Source: an optimization exercise on an open RTL-to-GDS flow (aim: small area, a short achievable clock period and few clock cycles per item). Production flows keep margins and buffers that such runs may drop. At most, simulation tests tie the RTL to the original design; equivalence was not proved. Power and IR drop assume default switching activity.

==> build 56: inputs <==
// conv3x3_stream_engine
module conv3x3_stream_engine #(
    parameter int BIT_DEPTH = 8,
    parameter int IMG_W     = 28,
    parameter int IMG_H     = 28,
    parameter int ACC_W     = 20,
    parameter int ADDR_W    = 10
) (
    input  logic                 clk,
    input  logic                 rst,
    input  logic                 kernel_wr_en,
    input  logic [3:0]           kernel_wr_addr,
    input  logic [BIT_DEPTH-1:0] kernel_wr_data,
    input  logic                 start,
    input  logic [1:0]           stride,
    input  logic                 relu_en,
    input  logic [4:0]           shift_amt,
    input  logic                 pix_valid,
    input  logic [BIT_DEPTH-1:0] pix_data,
    output logic                 pix_ready,
    output logic                 out_valid,
    output logic [BIT_DEPTH-1:0] out_data,
    output logic [ADDR_W-1:0]    out_addr,
    input  logic                 out_ready,
    output logic                 busy,
    output logic                 done
);
clock: 13.0 ns
lec_check: 0
cap_margin: 50
core_margin: 2
core_utilization: 40
slew_margin: 70
synth_hierarchical: 1
run.sh (not shown) runs the stock make flow with config.mk's settings and CLKGATE_MAP_FILE= SYNTH_SCRIPT=/design/flow/synth_recipe.tcl, a recipe that flattens the netlist after the stock synthesis.
==> build 59: changes against build 56 <==
--- a/flow/design.v
+++ b/flow/design.v
@@ -1903,21 +1903,20 @@
     always_comb begin
         for (int i = 0; i < 20; i++) begin
             m7[i] = (i >= 7) && ({1'b0, shift_r} <= 6'(i - 7));
             m8[i] = (i >= 8) && ({1'b0, shift_r} <= 6'(i - 8));
         end
     end
-    logic               sgn, ovf_s, ovf_u;
-    logic signed [19:0] sum_s, shv;
-    assign sum_s = sum;
+    logic        sgn, ovf_s, ovf_u;
+    logic [19:0] shv;
     logic [7:0]  res;
     always_comb begin
         sgn   = sum[19];
         ovf_s = |((sum ^ {20{sgn}}) & m7);
         ovf_u = |(sum & m8);
-        shv   = sum_s >>> shift_r;
+        shv   = $signed(sum) >>> shift_r;
         if (relu_r) begin
             if (sgn)        res = 8'h00;
             else if (ovf_u) res = 8'hff;
             else            res = shv[7:0];
         end else begin
             if (ovf_s)      res = sgn ? 8'h80 : 8'h7f;
==> flow_metrics.py <==
metrics = {
    "route": {
        "drt_iter0_markers": 1938,
        "routed_wirelength_mm": 105,
    },
    "timing": {
        "finalHoldViolCount": 0,
    },
    "setup_path": {
        "worst_setup_path_end_kind": "output port",
    },
    "outcome": {
        "status": "finished clean",
    },
    "pwr": {
        "clk-power_mw": 2.29,
    },
}
That was build 59.
==> flow_metrics.py <==
metrics = {
    "outcome": {
        "status": "finished clean",
    },
    "setup_path": {
        "worst_setup_path_end_kind": "output port",
        "crit_required_ps": 10400,
        "reg2reg_slack_ps": 8680,
    },
    "timing": {
        "finalHoldViolCount": 0,
    },
    "route": {
        "routed_wirelength_mm": 105,
        "drt_iter0_markers": 1938,
    },
    "cells_and_area": {
        "final_common_cell": "edfxtp_1",
    },
    "pwr": {
        "power_frac_seq_pct": 31.4,
    },
}
That was build 56.
Testbench counts of build 56, summed over its fixed seeds: cycles 25,476, items 14,027.
For build 59, only the layout was checked, not whether the RTL still works.

---

==> run F <==
conv3x3_stream_engine, a different RTL version from the one above (not shown whole).
Settings: LEC_CHECK=0, CAP_MARGIN=50, CORE_MARGIN=2, CORE_UTILIZATION=40, SLEW_MARGIN=70, SYNTH_HIERARCHICAL=1; clock period 13.0 ns.
==> run G (differences from run F) <==
--- a/flow/config.mk
+++ b/flow/config.mk
@@ -7,6 +7,6 @@
 export LEC_CHECK = 0
-export CAP_MARGIN = 50
+export CAP_MARGIN = 20
 export CORE_MARGIN = 2
 export CORE_UTILIZATION = 40
-export SLEW_MARGIN = 70
+export SLEW_MARGIN = 20
 export SYNTH_HIERARCHICAL = 1
==> run K (differences from run F) <==
--- a/flow/config.mk
+++ b/flow/config.mk
@@ -7,2 +7,3 @@
 export LEC_CHECK = 0
+export ABC_CLOCK_PERIOD_IN_PS = 3500
 export CAP_MARGIN = 50
==> run notes <==
Against run G, the sequential power of run K is smaller by about 1%. Between run G and run K, the lower clock skew is in run K (gap 0.015 ns). In routed wire length, run F and run K do not differ. Cell count: run G is smaller than run F (about 4%). Against run F, the combinational power of run G is lower by about 3%. Non-clock buffer count is the same in run F and run K. Against run G, the critical path depth of run K is higher by 4. In clock power, run G and run F hardly differ. In sequential cell count, run K and run F do not differ.
==> figures <==
metric	run F	run G	run K
Status	no timing/DRC/antenna violations	no timing/DRC/antenna violations	no timing/DRC/antenna violations
Power drawn by the combinational cells	4.65 mW	4.53 mW	4.65 mW
Total power divided by cell area	221 mW/mm2	226 mW/mm2	221 mW/mm2
Internal power	6.45 mW	6.39 mW	6.45 mW
Relative slew slack	0.686	0.190	0.686
Part of the power in registers	0.309	0.316	0.309
Via count of the first global-routing pass	24600	23600	24600
WP data required	13.31 ns	13.25 ns	13.31 ns
Filler cell count	8612	8626	8612
Clock-cell share	0.0607	0.0617	0.0607
Reported clock group power	2.34 mW	2.33 mW	2.34 mW
Maximum single-stage delay on the critical path	0.46 ns	0.83 ns	0.46 ns
Maximum number of pins on one net before global-route repair	54	196	54
DP Wirelength	80700 um	75800 um	80700 um
Most common cell on crit path	sky130_fd_sc_hd__buf_4	-	sky130_fd_sc_hd__buf_4
Post-Layout Inst Area	0.0457 mm2	0.0443 mm2	0.0457 mm2
Metal-1 WL	44100 um	43500 um	44100 um
Worst-Margin Slew	0.470 ns	1.21 ns	0.470 ns
Routed wl met3	8970 um	9100 um	8970 um
Post-place instance area	0.0428 mm2	0.0416 mm2	0.0428 mm2
No functional check of the RTL was part of any run of this note.

## what the ideal ports hide
The flow's constraints put no driver on any port. The routed layouts listed below were extracted and timed again, unchanged, in two steps. Step 1 sets driving cells, clkbuf_16 on the clock port and buf_2 on the other inputs (assumed; they add their load-dependent delay and slew). Step 2 adds t to the input delays and takes it off the output delays; t is the mean of the earliest and latest rising clock arrival at the registers after step 1. Input paths then give back, and output paths get back, about the clock's delay inside the block. Slacks: ideal ports / drivers / drivers and shift; pairs: ideal ports / drivers.
| run | t, ns | setup WS [ns] | slew at the worst register clock pin (ns) |
|---|---|---|---|
| build 56 | 0.691 | 8.657 / 8.593 / 8.168 | 0.07 / 0.07 |
| build 59 | 0.691 | 8.657 / 8.593 / 8.168 | 0.07 / 0.07 |
| run F | 0.712 | 8.370 / 8.418 / 7.706 | 0.06 / 0.06 |
| run G | 0.700 | 7.817 / 7.858 / 7.158 | 0.07 / 0.07 |
| run K | 0.712 | 8.370 / 8.418 / 7.706 | 0.06 / 0.06 |
After both steps every run listed still meets setup and hold.
